Source: an optimization exercise on an open RTL-to-GDS flow (aim: small area and a short achievable clock period). Production flows keep margins and buffers that such runs may drop.
Where RTL was checked, it was by simulation tests only, not by an equivalence proof against the original.

==> run a <==
Design fp_module, start of the top module:
module fp_module (
    input  logic                     i_clk,
    input  logic                     i_rst,
    input  fp_format_pkg::fp_word_t  i_data_r1,
    input  fp_format_pkg::fp_word_t  i_data_r2,
    input  logic [5-1:0]      i_alu_ctrl,
    output fp_format_pkg::fp_word_t  o_data,
    output logic                     o_invalid
);
==> module fp_ones_below, before the edit <==
module fp_ones_below #(
    parameter int W = 24,
    parameter int L = 5      
) (
    input  logic [W-2:0] i_bits,
    output logic [W-1:0] o_ones
);
    logic [W-1:0] lv [0:L];
    assign lv[0] = {i_bits, 1'b1};
    genvar l, i;
    generate
        for (l = 0; l < L; l++) begin : g_lv
            for (i = 0; i < W; i++) begin : g_bit
                if (((i >> l) & 1) == 1) begin : g_and
                    assign lv[l+1][i] = lv[l][i] & lv[l][((i >> l) << l) - 1];
                end else begin : g_pass
                    assign lv[l+1][i] = lv[l][i];
                end
            end
        end
    endgenerate
    assign o_ones = lv[L];
endmodule
==> module fp_round, before the edit <==
module fp_round (
    input  logic        i_norm_sign,
    input  logic [9:0]  i_norm_exp,
    input  logic [26:0] i_norm_sig,
    input  logic        i_norm_zero,
    output logic [31:0] o_result,
    output logic        o_range_invalid
);
    logic [22:0] frac;
    logic        round_up;
    logic [23:0] frac_inc;
    logic [23:0] ones_below;
    logic        carry;
    logic        ovf;
    logic        unf;
    logic        normal;
    logic [7:0]  exp_out;
    logic [7:0]  exp_p1;
    assign frac     = i_norm_sig[25:3];
    assign round_up = i_norm_sig[2] & (i_norm_sig[1] | i_norm_sig[0] | frac[0]);
    fp_ones_below #(.W(24), .L(5)) u_ones (.i_bits(frac), .o_ones(ones_below));
    assign frac_inc = {1'b0, frac} ^ ({24{round_up}} & ones_below);
    assign carry    = round_up & ones_below[23];
    assign ovf    = ~i_norm_zero & ~i_norm_exp[9] & (i_norm_exp[8] | (&i_norm_exp[7:0]));
    assign unf    = ~i_norm_zero & (i_norm_exp[9] | (i_norm_exp[8:0] == 9'd0));
    assign normal = ~i_norm_zero & ~ovf & ~unf;
    assign exp_p1  = i_norm_exp[7:0] + 8'd1;
    assign exp_out = carry ? exp_p1 : i_norm_exp[7:0];
    assign o_result = normal ? {i_norm_sign, exp_out, frac_inc[22:0]} :
                      ovf    ? {i_norm_sign, 8'hff, 23'd0} : 32'd0;
    assign o_range_invalid = ovf | unf | (normal & carry & (i_norm_exp[7:0] == 8'd254));
endmodule
==> module fp_mul, before the edit <==
module fp_mul (
    input  logic [31:0] i_a,
    input  logic [31:0] i_b,
    output logic        o_norm_sign,
    output logic [9:0]  o_norm_exp,
    output logic [26:0] o_norm_sig,
    output logic        o_norm_zero
);
    logic [23:0] sig_a;
    logic [23:0] sig_b;
    logic [47:0] product;
    logic [9:0]  exp_sum;
    logic [9:0]  exp_sum_p1;
    assign sig_a = {(i_a[30:23] != 8'd0), i_a[22:0]};
    assign sig_b = {(i_b[30:23] != 8'd0), i_b[22:0]};
    fp_mul_array u_array (
        .a (sig_a),
        .b (sig_b),
        .p (product)
    );
    assign exp_sum    = {2'b00, i_a[30:23]} + {2'b00, i_b[30:23]} - 10'd127;
    assign exp_sum_p1 = exp_sum + 10'd1;
    assign o_norm_zero = (i_a[30:0] == 31'd0) || (i_b[30:0] == 31'd0);
    assign o_norm_sign = i_a[31] ^ i_b[31];
    assign o_norm_sig  = product[47] ? {product[47:22], |product[21:0]}
                                     : {product[46:21], |product[20:0]};
    assign o_norm_exp  = product[47] ? exp_sum_p1 : exp_sum;
endmodule
==> flow/config.mk <==
export PLATFORM = sky130hd
export DESIGN_NAME = fp_module
export DESIGN_NICKNAME = fp_module
export VERILOG_FILES = /design/flow/design.v
export SDC_FILE = /design/flow/constraint.sdc
export NUM_CORES = 4
export LEC_CHECK = 0
export ABC_AREA = 1
export CAP_MARGIN = 20
export CORE_MARGIN = 2
export CORE_UTILIZATION = 40
export SETUP_SLACK_MARGIN = 5
export SLEW_MARGIN = 20
==> flow/constraint.sdc <==
create_clock -name core_clock -period 17.0 [get_ports {i_clk}]
set_input_delay 3.4000 -clock core_clock [delete_from_list [all_inputs] [get_ports {i_clk}]]
set_output_delay 3.4000 -clock core_clock [all_outputs]
set_load 0.01 [all_outputs]
standard.sh (not shown) runs the stock make flow with config.mk's settings and CLKGATE_MAP_FILE= SYNTH_SCRIPT=/design/flow/synth_recipe.tcl, a recipe that flattens the netlist after the stock synthesis.
==> flow/flow/run.sh <==
#!/bin/bash
set -euo pipefail
sed 's/SETUP_SLACK_MARGIN=5\b/SETUP_SLACK_MARGIN=5.5/' standard.sh > standard_m.sh
grep -q 'SETUP_SLACK_MARGIN=5.5' standard_m.sh
export BUFFER_PORTS_ARGS="-buffer_cell sky130_fd_sc_hd__buf_1"
R=orfs/results/sky130hd/fp_module/base
bash standard_m.sh synth > standard_synth.log 2>&1
cp $R/1_2_yosys.v yosys_netlist_standard.v
python3 flow/fixpol.py yosys_netlist_standard.v $R/1_2_yosys.v > fixpol.log 2>&1
rm -f $R/1_synth.odb $R/1_synth.sdc
bash standard_m.sh finish > standard_flow.log 2>&1
Other scripts of this flow, unchanged in this note and not shown: flow/flow/fixpol.py
==> inputs of run b, as changes to run a <==
--- a/flow/design.v
+++ b/flow/design.v
@@ -11,35 +11,12 @@
         FP_FSUB   = 5'b01010,
         FP_FMUL   = 5'b01011,
         FP_FCLASS = 5'b01111
     } fp_op_e;
     typedef logic [32-1:0] fp_class_t;
 endpackage
-module fp_ones_below #(
-    parameter int W = 24,
-    parameter int L = 5      
-) (
-    input  logic [W-2:0] i_bits,
-    output logic [W-1:0] o_ones
-);
-    logic [W-1:0] lv [0:L];
-    assign lv[0] = {i_bits, 1'b1};
-    genvar l, i;
-    generate
-        for (l = 0; l < L; l++) begin : g_lv
-            for (i = 0; i < W; i++) begin : g_bit
-                if (((i >> l) & 1) == 1) begin : g_and
-                    assign lv[l+1][i] = lv[l][i] & lv[l][((i >> l) << l) - 1];
-                end else begin : g_pass
-                    assign lv[l+1][i] = lv[l][i];
-                end
-            end
-        end
-    endgenerate
-    assign o_ones = lv[L];
-endmodule
 module fp_round (
     input  logic        i_norm_sign,
     input  logic [9:0]  i_norm_exp,
     input  logic [26:0] i_norm_sig,
     input  logic        i_norm_zero,
     output logic [31:0] o_result,
@@ -51,23 +28,26 @@
     logic [23:0] ones_below;
     logic        carry;
     logic        ovf;
     logic        unf;
     logic        normal;
     logic [7:0]  exp_out;
-    logic [7:0]  exp_p1;
     assign frac     = i_norm_sig[25:3];
     assign round_up = i_norm_sig[2] & (i_norm_sig[1] | i_norm_sig[0] | frac[0]);
-    fp_ones_below #(.W(24), .L(5)) u_ones (.i_bits(frac), .o_ones(ones_below));
+    always_comb begin
+        ones_below[0] = 1'b1;
+        for (int i = 1; i < 24; i++) begin
+            ones_below[i] = ones_below[i-1] & frac[i-1];
+        end
+    end
     assign frac_inc = {1'b0, frac} ^ ({24{round_up}} & ones_below);
     assign carry    = round_up & ones_below[23];
     assign ovf    = ~i_norm_zero & ~i_norm_exp[9] & (i_norm_exp[8] | (&i_norm_exp[7:0]));
     assign unf    = ~i_norm_zero & (i_norm_exp[9] | (i_norm_exp[8:0] == 9'd0));
     assign normal = ~i_norm_zero & ~ovf & ~unf;
-    assign exp_p1  = i_norm_exp[7:0] + 8'd1;
-    assign exp_out = carry ? exp_p1 : i_norm_exp[7:0];
+    assign exp_out = i_norm_exp[7:0] + {7'd0, carry};
     assign o_result = normal ? {i_norm_sign, exp_out, frac_inc[22:0]} :
                       ovf    ? {i_norm_sign, 8'hff, 23'd0} : 32'd0;
     assign o_range_invalid = ovf | unf | (normal & carry & (i_norm_exp[7:0] == 8'd254));
 endmodule
 module fp_sub (
     input  logic [31:0] i_a,
@@ -2067,27 +2047,25 @@
     output logic        o_norm_zero
 );
     logic [23:0] sig_a;
     logic [23:0] sig_b;
     logic [47:0] product;
     logic [9:0]  exp_sum;
-    logic [9:0]  exp_sum_p1;
     assign sig_a = {(i_a[30:23] != 8'd0), i_a[22:0]};
     assign sig_b = {(i_b[30:23] != 8'd0), i_b[22:0]};
     fp_mul_array u_array (
         .a (sig_a),
         .b (sig_b),
         .p (product)
     );
-    assign exp_sum    = {2'b00, i_a[30:23]} + {2'b00, i_b[30:23]} - 10'd127;
-    assign exp_sum_p1 = exp_sum + 10'd1;
+    assign exp_sum = {2'b00, i_a[30:23]} + {2'b00, i_b[30:23]} - 10'd127;
     assign o_norm_zero = (i_a[30:0] == 31'd0) || (i_b[30:0] == 31'd0);
     assign o_norm_sign = i_a[31] ^ i_b[31];
     assign o_norm_sig  = product[47] ? {product[47:22], |product[21:0]}
                                      : {product[46:21], |product[20:0]};
-    assign o_norm_exp  = product[47] ? exp_sum_p1 : exp_sum;
+    assign o_norm_exp  = exp_sum + {9'd0, product[47]};
 endmodule
 module fp_class (
     input  logic                     i_sign,
     input  fp_format_pkg::fp_exp_t   i_exp,
     input  fp_format_pkg::fp_frac_t  i_frac,
     output fp_op_pkg::fp_class_t     o_class
==> flow/flow/run.sh (replaced) <==
#!/bin/bash
set -euo pipefail
export BUFFER_PORTS_ARGS="-buffer_cell sky130_fd_sc_hd__buf_1"
R=orfs/results/sky130hd/fp_module/base
bash standard.sh synth > standard_synth.log 2>&1
cp $R/1_2_yosys.v yosys_netlist_standard.v
python3 flow/fixpol.py yosys_netlist_standard.v $R/1_2_yosys.v > fixpol.log 2>&1
rm -f $R/1_synth.odb $R/1_synth.sdc
bash standard.sh finish > standard_flow.log 2>&1
--- a/flow/config.mk
+++ b/flow/config.mk
@@ -5,9 +5,10 @@
 export SDC_FILE = /design/flow/constraint.sdc
 export NUM_CORES = 4
 export LEC_CHECK = 0
 export ABC_AREA = 1
 export CAP_MARGIN = 20
 export CORE_MARGIN = 2
-export CORE_UTILIZATION = 40
-export SETUP_SLACK_MARGIN = 5
+export CORE_UTILIZATION = 65
+export PLACE_DENSITY = 0.75
+export SETUP_SLACK_MARGIN = 4
 export SLEW_MARGIN = 20
==> inputs of run c, as changes to run a <==
--- a/flow/design.v
+++ b/flow/design.v
@@ -11,12 +11,44 @@
         FP_FSUB   = 5'b01010,
         FP_FMUL   = 5'b01011,
         FP_FCLASS = 5'b01111
     } fp_op_e;
     typedef logic [32-1:0] fp_class_t;
 endpackage
+module fp_add_sk #(
+    parameter int W = 48,
+    parameter int L = 6      
+) (
+    input  logic [W-1:0] i_a,
+    input  logic [W-1:0] i_b,
+    input  logic         i_cin,
+    output logic [W-1:0] o_sum
+);
+    logic [W-1:0] p;
+    logic [W-1:0] g [0:L];
+    logic [W-1:0] t [0:L];
+    assign p    = i_a ^ i_b;
+    assign g[0] = (i_a & i_b) | {{(W-1){1'b0}}, p[0] & i_cin};
+    assign t[0] = p;
+    genvar l, i;
+    generate
+        for (l = 0; l < L; l++) begin : g_lv
+            for (i = 0; i < W; i++) begin : g_bit
+                if (((i >> l) & 1) == 1) begin : g_merge
+                    localparam int J = ((i >> l) << l) - 1;
+                    assign g[l+1][i] = g[l][i] | (t[l][i] & g[l][J]);
+                    assign t[l+1][i] = t[l][i] & t[l][J];
+                end else begin : g_pass
+                    assign g[l+1][i] = g[l][i];
+                    assign t[l+1][i] = t[l][i];
+                end
+            end
+        end
+    endgenerate
+    assign o_sum = p ^ {g[L][W-2:0], i_cin};
+endmodule
 module fp_ones_below #(
     parameter int W = 24,
     parameter int L = 5      
 ) (
     input  logic [W-2:0] i_bits,
     output logic [W-1:0] o_ones
@@ -107,13 +139,18 @@
             assign sh[k+1] = exp_diff[4-k] ? (sh[k] >> S) : sh[k];
             assign st[k+1] = st[k] | (exp_diff[4-k] & (|sh[k][S-1:0]));
         end
     endgenerate
     assign far      = |exp_diff[7:5];
     assign small_al = far ? {26'd0, |sig_small} : {sh[5][26:1], sh[5][0] | st[5]};
-    assign mag = {1'b0, sig_big, 3'b000} + ({1'b0, small_al} ^ {28{eff_sub}}) + {27'd0, eff_sub};
+    fp_add_sk #(.W(28), .L(5)) u_add (
+        .i_a   ({1'b0, sig_big, 3'b000}),
+        .i_b   ({1'b0, small_al} ^ {28{eff_sub}}),
+        .i_cin (eff_sub),
+        .o_sum (mag)
+    );
     always_comb begin
         lz = 5'd27;
         for (int i = 0; i < 28; i++) begin
             if (mag[i]) lz = 5'(27 - i);
         end
     end
@@ -2053,13 +2090,13 @@
     assign s941 = 1'b1 ^ s851 ^ c850;
     assign c942 = (1'b1 & s851) | (1'b1 & c850) | (s851 & c850);
     assign s943 = pp323 ^ pp348 ^ c852;
     assign c944 = (pp323 & pp348) | (pp323 & c852) | (pp348 & c852);
     assign row_x = {s943, s941, s939, s937, s935, s933, s931, s929, s927, s925, s923, s921, s919, s917, s915, s913, s911, s909, s907, s905, s903, s901, s899, s897, s895, s893, s891, s889, s887, s885, s883, s881, s879, s877, s875, s873, s871, s869, s867, s865, s863, s861, s859, s857, s855, pp54, pp2, pp1};
     assign row_y = {c942, c940, c938, c936, c934, c932, c930, c928, c926, c924, c922, c920, c918, c916, c914, c912, c910, c908, c906, c904, c902, c900, c898, c896, c894, c892, c890, c888, c886, c884, c882, c880, c878, c876, c874, c872, c870, c868, c866, c864, c862, c860, c858, c856, c854, s853, 1'b0, pp27};
-    assign p = row_x + row_y;
+    fp_add_sk #(.W(48), .L(6)) u_cpa (.i_a(row_x), .i_b(row_y), .i_cin(1'b0), .o_sum(p));
 endmodule
 module fp_mul (
     input  logic [31:0] i_a,
     input  logic [31:0] i_b,
     output logic        o_norm_sign,
     output logic [9:0]  o_norm_exp,
==> flow/flow/run.sh (replaced) <==
#!/bin/bash
set -euo pipefail
export BUFFER_PORTS_ARGS="-buffer_cell sky130_fd_sc_hd__buf_1"
R=orfs/results/sky130hd/fp_module/base
bash standard.sh synth > standard_synth.log 2>&1
cp $R/1_2_yosys.v yosys_netlist_standard.v
python3 flow/fixpol.py yosys_netlist_standard.v $R/1_2_yosys.v > fixpol.log 2>&1
rm -f $R/1_synth.odb $R/1_synth.sdc
bash standard.sh finish > standard_flow.log 2>&1
==> flow/config.mk (replaced) <==
export PLATFORM = sky130hd
export DESIGN_NAME = fp_module
export DESIGN_NICKNAME = fp_module
export VERILOG_FILES = /design/flow/design.v
export SDC_FILE = /design/flow/constraint.sdc
export NUM_CORES = 4
export LEC_CHECK = 0
export ABC_AREA = 1
export CAP_MARGIN = 0
export CORE_MARGIN = 2
export CORE_UTILIZATION = 40
export SETUP_SLACK_MARGIN = 5
export SLEW_MARGIN = 0
==> inputs of run d, as changes to run a <==
==> flow/flow/run.sh (replaced) <==
#!/bin/bash
set -euo pipefail
# ABC maps for area without its own gate sizing (flow/abc_area.script);
# the timing repair after placement sizes the paths that need it.
rm -rf scripts_local
cp -r "$FLOW_HOME/scripts" scripts_local
cp flow/abc_area.script scripts_local/abc_area.script
export SCRIPTS_DIR="$PWD/scripts_local"
export BUFFER_PORTS_ARGS="-buffer_cell sky130_fd_sc_hd__buf_1"
R=orfs/results/sky130hd/fp_module/base
bash standard.sh synth > standard_synth.log 2>&1
cp $R/1_2_yosys.v yosys_netlist_standard.v
python3 flow/fixpol.py yosys_netlist_standard.v $R/1_2_yosys.v > fixpol.log 2>&1
rm -f $R/1_synth.odb $R/1_synth.sdc
bash standard.sh finish > standard_flow.log 2>&1
==> flow/flow/abc_area.script (new file) <==
strash
dch
map -B 0.9
==> flow/config.mk (replaced) <==
export PLATFORM = sky130hd
export DESIGN_NAME = fp_module
export DESIGN_NICKNAME = fp_module
export VERILOG_FILES = /design/flow/design.v
export SDC_FILE = /design/flow/constraint.sdc
export NUM_CORES = 4
export LEC_CHECK = 0
export ABC_AREA = 1
export CAP_MARGIN = 0
export CORE_MARGIN = 2
export CORE_UTILIZATION = 40
export SETUP_SLACK_MARGIN = 5
export SLEW_MARGIN = 0
==> impl_metrics.ini <==
[worst_setup_path]
arrival_ns = 11.92
critical_path.top_delay_family = simple AND/OR/NAND/NOR gates
critPathBufInv = 7

[timing]
fin_hold_ws_ns = 3.41

[final_layout]
final_cells = 4467
final_area_sq_um = 28800
multi_input_gates = 2790
synthToLayoutAreaGrowth_pct = 19.3

[drt]
drt-met1-wl_microns = 37400
viasPerCell = 5.84

[global_routing]
met2_usage_pct = 47.6
gr-usage-all-layers_pct = 29.4

[outcome]
outcome = timing/DRC/antenna clean
-- figures above: run c

==> impl_metrics.ini <==
[outcome]
outcome = timing/DRC/antenna clean

[worst_setup_path]
critical_path.top_delay_family = adder cells
critPathBufInv = 12
arrival_ns = 11.79

[place]
pre_cts_slack_ns = 2.61

[global_routing]
gr-usage-all-layers_pct = 32.1
met2_usage_pct = 47.6

[timing]
period_needed_ns = 11.59
fin_hold_ws_ns = 3.52

[final_layout]
final_area_sq_um = 28300
final_cells = 4465
multi_input_gates = 2872
fill_cells = 5782

[drt]
drt-met1-wl_microns = 41100
-- figures above: run d

==> impl_metrics.ini <==
[outcome]
outcome = timing/DRC/antenna clean

[drt]
drt-met1-wl_microns = 31700
viasPerCell = 6.70

[timing]
fin_hold_ws_ns = 3.58

[worst_setup_path]
critical_path.top_delay_family = adder cells
critPathBufInv = 11

[final_layout]
multi_input_gates = 2757
final_cells = 3996
synthToLayoutAreaGrowth_pct = 10.8
-- figures above: run b

==> impl_metrics.ini <==
[final_layout]
fill_cells = 6133
final_cells = 4504
synthToLayoutAreaGrowth_pct = 18.5
final_area_sq_um = 28900

[drt]
drt-met1-wl_microns = 39200
drtAntennaViolNets = 0
viasPerCell = 5.90

[yosys]
synth.avg_cell_area_sq_um = 6.86

[outcome]
outcome = timing/DRC/antenna clean

[timing]
period_needed_ns = 11.25
fin_hold_ws_ns = 3.54

[global_routing]
grt_busiest_layer = met2

[worst_setup_path]
critPathBufInv = 9
-- figures above: run a

No functional check of the RTL was part of run c.

## port drivers added, routing unchanged
The flow's constraints put no driver on any port. The routed layouts listed below were extracted and timed again, unchanged, in two steps. Step 1 assumes that a clkbuf_16 drives the clock port and a buf_2 every other input. Step 2, shift: input delay + t, output delay - t, t = (earliest + latest rising clock arrival at the registers) / 2. This alone moves slack from input paths to output paths. a / b / c = no drivers / after step 1 / after step 2; a / b = the first two.
run | shift t [ns] | setup slack, ns | worst hold slack (ns) | worst register clock-pin slew, ns | pins driven straight from the clock port
run a | 0.302 | 5.751 / 5.753 / 5.451 | 3.541 / 3.527 / 3.805 | 0.05 / 0.05 | 1
run b | 0.305 | 4.043 / 4.040 / 3.735 | 3.584 / 3.574 / 3.802 | 0.05 / 0.05 | 1
run c | 0.306 | 5.243 / 5.231 / 4.925 | 3.412 / 3.399 / 3.705 | 0.06 / 0.06 | 1
run d | 0.306 | 5.409 / 5.378 / 5.072 | 3.517 / 3.508 / 3.807 | 0.05 / 0.05 | 1
After both steps every run listed still meets setup and hold. The setup slack of run d, which loses most, moves by -0.031 ns with the drivers and by -0.337 ns with both steps.
